Source: an optimization exercise on an open RTL-to-GDS flow (aim: small area, a short achievable clock period and few clock cycles per item). Production flows keep margins and buffers that such runs may drop. Where RTL was checked, it was by simulation tests only, not by an equivalence proof against the original.

==> module fp_mul_round, before the edit <==
module fp_mul_round (
  input  logic         sign,
  input  logic [9:0]   exp,      
  input  logic [1:0]   kind,
  input  logic [47:22] prod,     
  input  logic         sticky,   
  output logic [31:0]  result,
  output logic [3:0]   flags
);
  localparam logic [31:0] QNAN = 32'h7FC00000;
  logic        msb, st, guard, carry, ovf, unf, inexact;
  logic [22:0] frac_r;
  logic [9:0]  e0, e1, e2, exp_r;
  logic        ovf0, ovf1, ovf2, unf0, unf1, unf2;
  logic        rnd_h, rnd_l, carry_h, carry_l;
  logic [22:0] inc_h, inc_l;
  assign msb     = prod[47];
  assign rnd_h   = prod[23] & (prod[22] | sticky | prod[24]);
  assign rnd_l   = prod[22] & (sticky | prod[23]);
  assign inc_h   = prod[46:24] + 23'd1;
  assign inc_l   = prod[45:23] + 23'd1;
  assign carry_h = rnd_h & (&prod[46:24]);
  assign carry_l = rnd_l & (&prod[45:23]);
  assign rnd_up  = msb ? rnd_h : rnd_l;
  assign carry   = msb ? carry_h : carry_l;
  assign guard   = msb ? prod[23] : prod[22];
  assign st      = sticky | (msb & prod[22]);
  assign frac_r  = msb ? (rnd_h ? inc_h : prod[46:24]) : (rnd_l ? inc_l : prod[45:23]);
  assign inexact = guard | st;
  assign e0   = exp;
  assign e1   = exp + 10'd1;
  assign e2   = exp + 10'd2;
  assign ovf0 = !e0[9] && (e0[8:0] >= 9'd255);
  assign ovf1 = !e1[9] && (e1[8:0] >= 9'd255);
  assign ovf2 = !e2[9] && (e2[8:0] >= 9'd255);
  assign unf0 = e0[9] || (e0 == '0);
  assign unf1 = e1[9] || (e1 == '0);
  assign unf2 = e2[9] || (e2 == '0);
  always_comb begin
    case ({msb, carry})
      2'b00:          begin exp_r = e0; ovf = ovf0; unf = unf0; end
      2'b01, 2'b10:   begin exp_r = e1; ovf = ovf1; unf = unf1; end
      default:        begin exp_r = e2; ovf = ovf2; unf = unf2; end
    endcase
  end
  always_comb begin
    result = '0;
    flags  = '0;
    case (kind)
      KIND_NAN: begin
        result              = QNAN;
        flags[FLAG_INVALID] = 1'b1;
      end
      KIND_INF:  result = {sign, 8'hFF, 23'd0};
      KIND_ZERO: result = {sign, 31'd0};
      default: begin
        if (ovf) begin
          result               = {sign, 8'hFF, 23'd0};
          flags[FLAG_OVERFLOW] = 1'b1;
          flags[FLAG_INEXACT]  = 1'b1;
        end else if (unf) begin
          result                = {sign, 31'd0};
          flags[FLAG_UNDERFLOW] = 1'b1;
          flags[FLAG_INEXACT]   = 1'b1;
        end else begin
          result              = {sign, exp_r[7:0], frac_r};
          flags[FLAG_INEXACT] = inexact;
        end
      end
    endcase
  end
endmodule
Settings: LEC_CHECK=0, CAP_MARGIN=20, CORE_MARGIN=2, CORE_UTILIZATION=40, SETUP_SLACK_MARGIN=4.2, SLEW_MARGIN=20; clock period 7.5 ns.
run.sh (not shown) runs the stock make flow with config.mk's settings and CLKGATE_MAP_FILE= SYNTH_SCRIPT=/design/flow/synth_recipe.tcl, a recipe that flattens the netlist after the stock synthesis.
==> next run, changes <==
--- a/flow/design.v
+++ b/flow/design.v
@@ -18,28 +18,25 @@
   input  logic         sticky,   
   output logic [31:0]  result,
   output logic [3:0]   flags
 );
   localparam logic [31:0] QNAN = 32'h7FC00000;
-  logic        msb, st, guard, carry, ovf, unf, inexact;
-  logic [22:0] frac_r;
+  logic        msb, st, guard, lsb, rnd_up, ones, carry, ovf, unf, inexact;
+  logic [23:0] sig;
+  logic [22:0] frac_inc, frac_r;
   logic [9:0]  e0, e1, e2, exp_r;
   logic        ovf0, ovf1, ovf2, unf0, unf1, unf2;
-  logic        rnd_h, rnd_l, carry_h, carry_l;
-  logic [22:0] inc_h, inc_l;
-  assign msb     = prod[47];
-  assign rnd_h   = prod[23] & (prod[22] | sticky | prod[24]);
-  assign rnd_l   = prod[22] & (sticky | prod[23]);
-  assign inc_h   = prod[46:24] + 23'd1;
-  assign inc_l   = prod[45:23] + 23'd1;
-  assign carry_h = rnd_h & (&prod[46:24]);
-  assign carry_l = rnd_l & (&prod[45:23]);
-  assign rnd_up  = msb ? rnd_h : rnd_l;
-  assign carry   = msb ? carry_h : carry_l;
-  assign guard   = msb ? prod[23] : prod[22];
-  assign st      = sticky | (msb & prod[22]);
-  assign frac_r  = msb ? (rnd_h ? inc_h : prod[46:24]) : (rnd_l ? inc_l : prod[45:23]);
+  assign msb    = prod[47];
+  assign st     = sticky || (msb && prod[22]);
+  assign sig    = msb ? prod[47:24] : prod[46:23];
+  assign guard  = msb ? prod[23] : prod[22];
+  assign lsb    = sig[0];
+  assign rnd_up = guard & (st | lsb);
+  assign ones   = &sig;
+  assign carry  = rnd_up & ones;
+  assign frac_inc = sig[22:0] + 23'd1;
+  assign frac_r = rnd_up ? frac_inc : sig[22:0];
   assign inexact = guard | st;
   assign e0   = exp;
   assign e1   = exp + 10'd1;
   assign e2   = exp + 10'd2;
   assign ovf0 = !e0[9] && (e0[8:0] >= 9'd255);
- cell count goes up by about 1%
- hold slack gets worse by 0.0046 ns
- fmax goes down by 8.5%
- via count goes up by 1.6%
- non-clock buffer count goes up by 15
- clock skew goes down by 0.029 ns
- design area goes up by about 0.9%
- flip-flop and latch count is unchanged
- worst setup slack gets worse by 0.33 ns
Function was not checked in any run of this note: the RTL went through the layout flow alone.

========
Another version of the RTL of fp_mul_pipe (not shown whole).
Size in the first run: ~2200 cells after synthesis, ~110 I/O pins.
==> module fp_mul_round, before the edit <==
module fp_mul_round (
  input  logic         sign,
  input  logic [7:0]   exp,      
  input  logic [2:0]   ovf_k,    
  input  logic [2:0]   unf_k,    
  input  logic [1:0]   kind,
  input  logic [47:22] prod,     
  input  logic         sticky,   
  output logic [31:0]  result,
  output logic [3:0]   flags
);
  localparam logic [31:0] QNAN = 32'h7FC00000;
  logic        msb, st, guard, carry, ovf, unf, inexact;
  logic [22:0] frac_r;
  logic [7:0]  exp_r;
  logic        rnd_h, rnd_l, carry_h, carry_l;
  logic [22:0] inc_h, inc_l;
  assign msb     = prod[47];
  assign rnd_h   = prod[23] & (prod[22] | sticky | prod[24]);
  assign rnd_l   = prod[22] & (sticky | prod[23]);
  assign inc_h   = prod[46:24] + 23'd1;
  assign inc_l   = prod[45:23] + 23'd1;
  assign carry_h = rnd_h & (&prod[46:24]);
  assign carry_l = rnd_l & (&prod[45:23]);
  assign carry   = msb ? carry_h : carry_l;
  assign guard   = msb ? prod[23] : prod[22];
  assign st      = sticky | (msb & prod[22]);
  assign frac_r  = msb ? (rnd_h ? inc_h : prod[46:24]) : (rnd_l ? inc_l : prod[45:23]);
  assign inexact = guard | st;
  always_comb begin
    case ({msb, carry})
      2'b00:        begin exp_r = exp;         ovf = ovf_k[0]; unf = unf_k[0]; end
      2'b01, 2'b10: begin exp_r = exp + 8'd1;  ovf = ovf_k[1]; unf = unf_k[1]; end
      default:      begin exp_r = exp + 8'd2;  ovf = ovf_k[2]; unf = unf_k[2]; end
    endcase
  end
  always_comb begin
    result = '0;
    flags  = '0;
    case (kind)
      KIND_NAN: begin
        result              = QNAN;
        flags[FLAG_INVALID] = 1'b1;
      end
      KIND_INF:  result = {sign, 8'hFF, 23'd0};
      KIND_ZERO: result = {sign, 31'd0};
      default: begin
        if (ovf) begin
          result               = {sign, 8'hFF, 23'd0};
          flags[FLAG_OVERFLOW] = 1'b1;
          flags[FLAG_INEXACT]  = 1'b1;
        end else if (unf) begin
          result                = {sign, 31'd0};
          flags[FLAG_UNDERFLOW] = 1'b1;
          flags[FLAG_INEXACT]   = 1'b1;
        end else begin
          result              = {sign, exp_r[7:0], frac_r};
          flags[FLAG_INEXACT] = inexact;
        end
      end
    endcase
  end
endmodule
==> flow/config.mk <==
export PLATFORM = sky130hd
export DESIGN_NAME = fp_mul_pipe
export DESIGN_NICKNAME = fp_mul_pipe
export VERILOG_FILES = /design/flow/design.v
export SDC_FILE = /design/flow/constraint.sdc
export NUM_CORES = 4
export LEC_CHECK = 0
export CAP_MARGIN = 20
export CORE_MARGIN = 2
export CORE_UTILIZATION = 40
export CTS_BUF_LIST = sky130_fd_sc_hd__clkbuf_4 sky130_fd_sc_hd__clkbuf_8
export SETUP_SLACK_MARGIN = 4.2
export SLEW_MARGIN = 20
export TNS_END_PERCENT = 0
==> flow/constraint.sdc <==
create_clock -name core_clock -period 7.5 [get_ports {clk}]
set_input_delay 1.5000 -clock core_clock [delete_from_list [all_inputs] [get_ports {clk}]]
set_output_delay 1.5000 -clock core_clock [all_outputs]
set_load 0.01 [all_outputs]
standard.sh (not shown) runs the stock make flow with config.mk's settings and CLKGATE_MAP_FILE= SYNTH_SCRIPT=/design/flow/synth_recipe.tcl, a recipe that flattens the netlist after the stock synthesis.
==> flow/flow/run.sh <==
#!/bin/bash
# The standard layout with two changes after the standard synthesis:
#  - fa_polarity.py complements full adders and xor/xnor cells of the synthesized netlist where
#    that removes inverters between them (same registers, same function);
#  - the port buffers are sky130_fd_sc_hd__buf_2 cells (which the resizer may later size like any
#    buffer) instead of the resizer's default choice.
# Each tool's full output goes to a log file in this folder; ORFS keeps its own logs in orfs/logs.
set -euo pipefail
R=orfs/results/${FLOW_PLATFORM:-sky130hd}/fp_mul_pipe/base
bash standard.sh synth > synth.log 2>&1
cp $R/1_2_yosys.v synth_netlist.v
python3 flow/fa_polarity.py synth_netlist.v $R/1_2_yosys.v "$FLOW_HOME/platforms/${FLOW_PLATFORM:-sky130hd}/lib/sky130_fd_sc_hd__tt_025C_1v80.lib" > polarity.log 2>&1
touch $R/1_2_yosys.v
bash standard.sh "BUFFER_PORTS_ARGS=-buffer_cell sky130_fd_sc_hd__buf_2" finish > layout.log 2>&1
Other scripts of this flow, unchanged in this note and not shown: flow/flow/fa_polarity.py
Testbench counts at the start, summed over its fixed seeds: cycles 2,432, items 2,400.
==> next run, changes <==
--- a/flow/design.v
+++ b/flow/design.v
@@ -23,24 +23,33 @@
 );
   localparam logic [31:0] QNAN = 32'h7FC00000;
   logic        msb, st, guard, carry, ovf, unf, inexact;
   logic [22:0] frac_r;
   logic [7:0]  exp_r;
   logic        rnd_h, rnd_l, carry_h, carry_l;
-  logic [22:0] inc_h, inc_l;
+  logic [23:0] ones;    
+  logic [22:0] frac_h, frac_l;
   assign msb     = prod[47];
   assign rnd_h   = prod[23] & (prod[22] | sticky | prod[24]);
   assign rnd_l   = prod[22] & (sticky | prod[23]);
-  assign inc_h   = prod[46:24] + 23'd1;
-  assign inc_l   = prod[45:23] + 23'd1;
-  assign carry_h = rnd_h & (&prod[46:24]);
-  assign carry_l = rnd_l & (&prod[45:23]);
+  always_comb begin
+    ones[0] = 1'b1;
+    for (int j = 0; j < 23; j++) ones[j+1] = ones[j] & prod[24+j];
+  end
+  always_comb begin
+    for (int j = 0; j < 23; j++) begin
+      frac_h[j] = prod[24+j] ^ (rnd_h & ones[j]);
+      frac_l[j] = prod[23+j] ^ (rnd_l & (j == 0 ? 1'b1 : prod[23] & ones[j-1]));
+    end
+  end
+  assign carry_h = rnd_h & ones[23];
+  assign carry_l = rnd_l & prod[23] & ones[22];
   assign carry   = msb ? carry_h : carry_l;
   assign guard   = msb ? prod[23] : prod[22];
   assign st      = sticky | (msb & prod[22]);
-  assign frac_r  = msb ? (rnd_h ? inc_h : prod[46:24]) : (rnd_l ? inc_l : prod[45:23]);
+  assign frac_r  = msb ? frac_h : frac_l;
   assign inexact = guard | st;
   always_comb begin
     case ({msb, carry})
       2'b00:        begin exp_r = exp;         ovf = ovf_k[0]; unf = unf_k[0]; end
       2'b01, 2'b10: begin exp_r = exp + 8'd1;  ovf = ovf_k[1]; unf = unf_k[1]; end
       default:      begin exp_r = exp + 8'd2;  ovf = ovf_k[2]; unf = unf_k[2]; end
Effect:
- The changed run produced a clean layout
- worst setup slack got worse by 0.087 ns
- worst hold slack hardly moves
- synthesized cell count shrinks by 2.4%
- die area barely changes
- utilization stays flat
- cell count shrinks by 1.4%
- non-clock buffer count grows by 8
- count of clock-buffer cells in the layout grows by 4
- global-route usage shrinks by 0.33 points
- fmax shrinks by about 2.5%
- critical path depth shrinks by 2
- via count shrinks by 1.8%
- flip-flop and latch count is unchanged
No functional check of the RTL was part of the second run of this note.

## afterwards: timing with drivers on the ports
Ports are ideal in the flow. The routed layouts listed here were re-timed in OpenROAD.
Step 1 assumes that a clkbuf_16 drives the clock port and a buf_2 every other input.
Step 2 adds t to the input delays and takes it off the output delays; t is the mean of the earliest and latest rising clock arrival at the registers after step 1. Input paths then give back, and output paths get back, about the clock's delay inside the block.
Three values: ideal, step 1, step 2; two values: the first two.
run	shift t [ns]	setup WS [ns]	worst data-port slew with drivers (ns)
the first run of note 1	0.657	3.996 / 3.996 / 3.596	0.07
the second run of note 1	0.647	3.669 / 3.669 / 3.659	0.08
the first run of note 2	0.708	4.034 / 4.034 / 3.517	0.06
the second run of note 2	0.686	3.946 / 3.946 / 3.873	0.07
After both steps every run listed still meets setup and hold. For the first run of note 2, which loses most, drivers alone change the setup slack by 0.000 ns; drivers and shift together by -0.517 ns.
